What follows belongs to an exercise in optimizing a design on an open flow for small area, a short achievable clock period and few clock cycles per item; a production flow would make more cautious choices.
Only simulation tests tie the RTL to the original design; equivalence was not proved.
No activity file was given, so power comes from the tool's default toggle rates.

<file path="design.v">
`timescale 1ns/100ps
`default_nettype none
module cm_top #(
    parameter logic [31:0] RF_BADDR = 32'd0      
) (
    input  wire         clk,
    input  wire         rst_n,
    input  wire  [31:0] rf_addr,
    input  wire         rf_wr,
    input  wire  [31:0] rf_cfg,
    output logic [31:0] rf_sts,
    output logic        mem_ce,
    output logic        mem_we,
    output logic [31:0] mem_addr,
    output logic [7:0]  mem_wr_data,
    input  wire  [7:0]  mem_rd_data
);
    logic sel_op1, sel_op2, sel_res, sel_nop, sel_start, sel_sts;
    assign sel_op1   = rf_wr & (rf_addr == RF_BADDR + 32'd0);
    assign sel_op2   = rf_wr & (rf_addr == RF_BADDR + 32'd1);
    assign sel_res   = rf_wr & (rf_addr == RF_BADDR + 32'd2);
    assign sel_nop   = rf_wr & (rf_addr == RF_BADDR + 32'd3);
    assign sel_start = rf_wr & (rf_addr == RF_BADDR + 32'd4);
    assign sel_sts   = rf_wr & (rf_addr == RF_BADDR + 32'd5);
    logic        running;        
    logic        done_q;         
    logic [3:0]  slot;           
    logic        first;          
    logic        last;           
    logic        cv;             
    logic [31:0] rd_left;        
    logic [31:0] nop_q;
    logic go, pend, finish, rd_slot, wr_slot, acc;
    logic it0, itn, it;
    assign go      = sel_start & rf_cfg[0] & ~running;
    assign pend    = (slot == (first ? 4'd6 : 4'd10));           
    assign finish  = running & last & (slot == 4'd10);
    assign rd_slot = (slot <= 4'd4);
    assign wr_slot = ~rd_slot;
    assign acc     = running & (rd_slot ? ~last : ~first);
    assign it0 = running & pend & ~last;                         
    assign itn = running & cv & (slot >= 4'd1) & (slot <= 4'd3);
    assign it  = it0 | itn;
    always_ff @(posedge clk or negedge rst_n) begin
        if (!rst_n) begin
            running <= 1'b0;
            done_q  <= 1'b0;
            slot    <= 4'd1;
            first   <= 1'b0;
            last    <= 1'b0;
            cv      <= 1'b0;
        end else begin
            if (sel_sts)
                done_q <= 1'b0;
            else if (finish)
                done_q <= 1'b1;
            if (go) begin
                running <= 1'b1;
                slot    <= 4'd1;
                first   <= 1'b1;
                last    <= 1'b0;
                cv      <= 1'b0;
            end else if (running) begin
                if (finish) begin
                    running <= 1'b0;
                end else if (pend) begin
                    slot  <= 4'd1;
                    first <= 1'b0;
                    cv    <= ~last;
                    last  <= (rd_left == 32'd0);
                end else if (last && slot == 4'd3) begin
                    slot  <= 4'd5;
                end else begin
                    slot  <= slot + 4'd1;
                end
            end
        end
    end
    always_ff @(posedge clk) begin
        if (sel_nop)
            nop_q <= rf_cfg;
        if (go)
            rd_left <= nop_q;
        else if (running && slot == 4'd1 && !last)
            rd_left <= rd_left - 32'd1;
    end
    assign rf_sts = {31'd0, done_q};
    logic [31:0] op1_p, op2_p, res_p, inc;
    logic        use_op1, use_op2;
    assign use_op1  = (slot <= 4'd2);
    assign use_op2  = (slot == 4'd3) | (slot == 4'd4);
    assign mem_addr = use_op1 ? op1_p : (use_op2 ? op2_p : res_p);
    assign inc      = mem_addr + 32'd1;
    assign mem_ce   = acc;
    assign mem_we   = wr_slot;
    always_ff @(posedge clk or negedge rst_n) begin
        if (!rst_n) begin
            op1_p <= 32'd0;
            op2_p <= 32'd0;
            res_p <= 32'd0;
        end else begin
            if (sel_op1)
                op1_p <= rf_cfg;
            else if (acc && use_op1)
                op1_p <= inc;
            if (sel_op2)
                op2_p <= rf_cfg;
            else if (acc && use_op2)
                op2_p <= inc;
            if (sel_res)
                res_p <= rf_cfg;
            else if (acc && wr_slot)
                res_p <= inc;
        end
    end
    logic [7:0] s_q, x1, y1, x2r, y2r;
    always_ff @(posedge clk) begin
        s_q <= mem_rd_data;                                       
        if (slot == 4'd3) begin
            x1 <= s_q;
            y1 <= mem_rd_data;
        end
        if (slot == 4'd4)
            x2r <= {mem_rd_data[5:0], mem_rd_data[7:6]};
        else
            x2r <= {x2r[1:0], x2r[7:2]};
        if (slot == 4'd5)
            y2r <= mem_rd_data;
        else
            y2r <= {y2r[1:0], y2r[7:2]};
    end
    function automatic logic [11:0] booth(input logic [7:0] m, input logic [2:0] w, input logic inv);
        logic       one, two, neg;
        logic [10:0] mag;
        one = w[0] ^ w[1];
        two = (w[2] & ~w[1] & ~w[0]) | (~w[2] & w[1] & w[0]);
        neg = w[2] ^ inv;
        mag = one ? {{3{m[7]}}, m} : (two ? {{2{m[7]}}, m, 1'b0} : 11'd0);
        booth = {neg, mag ^ {11{neg}}};
    endfunction
    logic [2:0]  wx, wy;
    logic [11:0] bxa, byb, byc, bxd;
    logic [8:0]  px, py;
    logic [7:0]  lx, ly;
    logic [10:0] pxm, pym, tx, ty;
    assign wx  = {x2r[1:0], x2r[7] & ~it0};
    assign wy  = {y2r[1:0], y2r[7] & ~it0};
    assign bxa = booth(x1, wx, 1'b0);        
    assign byb = booth(y1, wy, 1'b1);        
    assign byc = booth(x1, wy, 1'b0);        
    assign bxd = booth(y1, wx, 1'b0);        
    assign pxm = it0 ? 11'd0 : {{2{px[8]}}, px};
    assign pym = it0 ? 11'd0 : {{2{py[8]}}, py};
    assign tx  = pxm + bxa[10:0] + byb[10:0] + {10'd0, bxa[11]} + {10'd0, byb[11]};
    assign ty  = pym + byc[10:0] + bxd[10:0] + {10'd0, byc[11]} + {10'd0, bxd[11]};
    always_ff @(posedge clk) begin
        if (it) begin
            px <= tx[10:2];
            py <= ty[10:2];
            lx <= {tx[1:0], lx[7:2]};
            ly <= {ty[1:0], ly[7:2]};
        end
    end
    always_comb begin
        case (slot)
            4'd5:    mem_wr_data = ly;
            4'd6:    mem_wr_data = py[7:0];
            4'd7:    mem_wr_data = {8{py[8]}};
            4'd8:    mem_wr_data = lx;
            4'd9:    mem_wr_data = px[7:0];
            default: mem_wr_data = {8{px[8]}};
        endcase
    end
endmodule
`default_nettype wire
</file>
<file path="run.sh">
#!/bin/bash
# synth_recipe.tcl (not shown) runs the flow's synth.tcl, then flattens the netlist and writes it again
# the make line also repeats each setting of config.mk as NAME=value (left out here)
make -C /OpenROAD-flow-scripts/flow DESIGN_CONFIG=/design/flow/config.mk WORK_HOME=/design/flow/orfs CLKGATE_MAP_FILE= SYNTH_SCRIPT=/design/flow/synth_recipe.tcl finish
</file>
<file path="config.mk">
export PLATFORM = sky130hd
export DESIGN_NAME = cm_top
export DESIGN_NICKNAME = cm_top
export VERILOG_FILES = /design/flow/design.v
export SDC_FILE = /design/flow/constraint.sdc
export NUM_CORES = 4
export LEC_CHECK = 0
export CAP_MARGIN = 20
export CORE_MARGIN = 2
export CORE_UTILIZATION = 40
export PLACE_DENSITY = 0.6
export SLEW_MARGIN = 20
</file>
<file path="constraint.sdc">
create_clock -name core_clock -period 5.0 [get_ports {clk}]
set_input_delay 1.0000 -clock core_clock [delete_from_list [all_inputs] [get_ports {clk}]]
set_output_delay 1.0000 -clock core_clock [all_outputs]
set_load 0.01 [all_outputs]
</file>
==> flow_summary.toml <==
[floorplan]
core_mm2 = 0.03652
std_cell_rows = 70
die_y_um = 196.1
ioPinCount = 149
die_w_um = 196.1
initial_core_util_pct = 40.43
die_area_mm2 = 0.03847

[route]
postRouteAntennaNets = 0
drtPass1Iterations = 5
drtIter0Drc = 1145
routedWlPerCell_um = 20.15
wl_um = 44210
vias = 12455
post-route-drc-count = 0
vias_per_cell = 5.677

[yosys]
synth_xor_area_share_pct = 5.101
ys_async_sr_fraction_pct = 43.21
synth_edf_count = 114
synth_top_family_by_area = "simple AND/OR/NAND/NOR gates"
synth_fa_ha_area_share_pct = 5.779
synthSimpleGateAreaFrac_pct = 18.96
syn-cell-area_mm2 = 0.01477
synth_compound_area_share_pct = 17.18
avgSynthCellArea_um2 = 9.165
yosys_most_used_dff = "edfxtp_1"
syn_inst = 1611
yosys_warnings = 1
yosysSeqAreaShare_pct = 44.24
synth_cell_types = 80
ys_ff_latch = 243
synth.area.mux_share_pct = 2.627

[cts]
numClockSinks = 243
cts_setup_buffers = 0
cts_max_level = 1
root_buffer = "clkbuf_16"
clock_latency_ns = 0.58
cts_buffers = 28
clockBufferDepth = 3
clk_pin_slew_worst_paths_ns = 0.07
cts_tree = "built"

[sta]
report.final.slew_viol_count = 0
worst_pin_slew_ns = 0.8550
whs_ns = 0.3905
max_freq_mhz = 204.4
setup_viol = 0
period_needed_ns = 4.892
post-route-period-util_pct = 97.85
slew_headroom_pct = 43.00
fin_skew_ns = 0.03019
hold_violations = 0

[global_routing]
track_usage_pct = 22.76
grt_max_degree = 53
grt_pass1_vias = 12002
grt-ovfl-total = 0
grt_pass1_wl_um = 68300
antenna_found_initial = 1

[setup_path]
worst-path-max-fanout = 20
r2r_cells = 19
path_class = "reg2out"
cp.arrival_ns = 3.89
endpoint_kind = "primary output"
worstSetupStartpointType = "flop"
required_ns = 4.00

[hold_path]
hp-class = "reg2reg"
worstHoldPathCells = 0

[layout]
multi_input_area_mm2 = 0.007511
final_core_utilization_pct = 47.82
nets = 1824
final_cell_mix = "nand2_1 (242), o21ai_0 (156), clkdlybuf4s50_1 (116), nor2_1 (114), edfxtp_1 (114)"
fillCellCount = 3404
antennaDiodeCount = 0
drive_gt1_share_pct = 8.575
area_growth_pct = 18.28
regArea_mm2 = 0.006533
final_common_cell = "nand2_1"

[power_and_ir_drop]
p_leak_uw = 0.006815
fin_total_pwr_uw = 4792
p_per_area_mw_per_mm2 = 274.4
ir_drop_v = 0.0002040

[placed_design]
dp_hpwl_um = 30250
port_buffers = 117
place_congestion = 0.8762

[run]
maxCapViolCount = 0

[run_status]
run_status = "finished clean"
[area by class of cell]
cell class                      count  share of cell area [%]
Clock buffer                       36                   4.600
Clock inverter                     16                   1.497
Inverter                           57                   1.225
Multi-Input combinational cell   1207                   43.01
Sequential cell                   243                   37.41
Tap cell                          468                   3.353
Timing Repair Buffer              167                   8.912
[metrics by stage]
stage	setup TNS, ns	worst slack, ns	instance area [um2]	instances
final	0	0.1075	17460	2194
after global routing	-0.05051	-0.02826	17460	2194
after CTS	0	0.02120	17430	2194
after detailed placement	0	0.2567	16360	2142
after global placement	0	0.3698	16360	2142
after floorplan	0	0.3593	14880	1641
[path summary, 6_finish.rpt]
path	end	slack, ns	start
max	mem_addr[4]	0.11	slot[0]
min	x1[2]	0.39	s_q[2]
max reg2reg	px[8]	0.30	slot[0]
min reg2reg	x1[2]	0.39	s_q[2]
max in group asynchronous	op1_p[4]	3.61	rst_n
min in group asynchronous	op2_p[31]	0.49	rst_n
[Yosys cell counts, types with 6 or more instances]
library cell	n	area share, %
o31ai_1	10	0.51
o21ai_0	157	5.3
buf_1	6	0.15
maj3_1	14	0.95
xnor2_1	50	3.0
xor2_1	36	2.1
a31oi_1	28	1.2
o21ai_1	35	1.2
a21oi_1	43	1.5
buf_4	38	1.9
nand3_1	53	1.8
mux2_2	10	0.76
inv_1	55	1.4
nor2_1	115	2.9
and3_1	31	1.3
o311a_1	8	0.54
and2_1	11	0.47
ha_1	25	2.1
fa_1	20	2.7
o22ai_1	15	0.64
dfxtp_1	24	3.3
nand2_1	244	6.2
o31a_1	7	0.42
mux2i_1	26	1.8
nand4_1	17	0.72
o211ai_1	11	0.56
a21boi_0	6	0.31
dfrtp_1	104	18
nor4_1	22	0.93
or3_1	9	0.38
clkbuf_1	73	1.9
buf_2	14	0.47
nor3_1	41	1.4
edfxtp_1	114	23
nand2b_1	6	0.25
a221oi_1	14	0.83
or4_1	9	0.46
a22oi_1	27	1.4
[flip-flops by register name, summed over array words and instances, names as in the netlist, 9 cells and up]
signal,cells
nop_q,32
px,9
py,9
op2_p,32
res_p,32
op1_p,32
rd_left,32
[cell families (layout without fill, tap and decap cells)]
kind of cell	count (synthesis)	count (layout)
xor+xnor	86	86
other cells	1	31
fa+ha+maj	59	59
compound gates	401	401
buf+inv	191	276
flops	243	243
mux	37	37
simple gates	593	593
[metal layers]
layer / up-vias / track usage, % / share of wire, %
met4: 0 / 8.333 / 3.0
li1: 5914 / - / -
met3: 82 / 5.467 / 9.1
met5: - / 0 / 0
met2: 496 / 33.81 / 43
met1: 5963 / 32.26 / 45
[where the power goes]
group	leakage (uW)	switching, uW	total [uW]	internal, uW
Combinational	0.00375	186	337	151
Sequential	0.00256	3.06	2110	2110
Clock	0.000506	895	2350	1450
Total	0.00681	1080	4790	3710
[what timing repair did]
action / CTS / global route
gates resized for setup: 2 / 8
setup endpoints to repair: 2 / 15
hold buffers: 0 / 0
pin swaps: 0 / 0
[worst max-delay path, cell delays in order, from the launching register on]
cell,delay [ns]
dfstp_2,0.61
inv_1,0.11
ha_1,0.39
mux2_4,0.49
nand2_2,0.27
buf_4,0.31
nand2_1,0.08
a31oi_1,0.43
clkdlybuf4s50_1,0.65
Testbench counts, summed over its fixed seeds: cycles 15,129, ops 1,445.

[re-timing with driven ports]
No port has a modelled driver above. Below, the same layout with a new extraction and two added sets of constraints.
Step 1 assumes that a clkbuf_16 drives the clock port and a buf_2 every other input.
Step 2 also shifts input and output timing later by t, the mid clock arrival at the registers, as if the neighbouring blocks saw the same clock.
Three values: ideal ports, drivers, drivers and shift; two values: the first two.
t, ns: 0.619
setup WS [ns]: 0.108 / 0.055 / 0.295
hold slack, ns: 0.390 / 0.390 / 0.390
After both steps this run still meets setup and hold. The setup slack of this run moves by -0.053 ns with the drivers and by +0.187 ns with both steps.
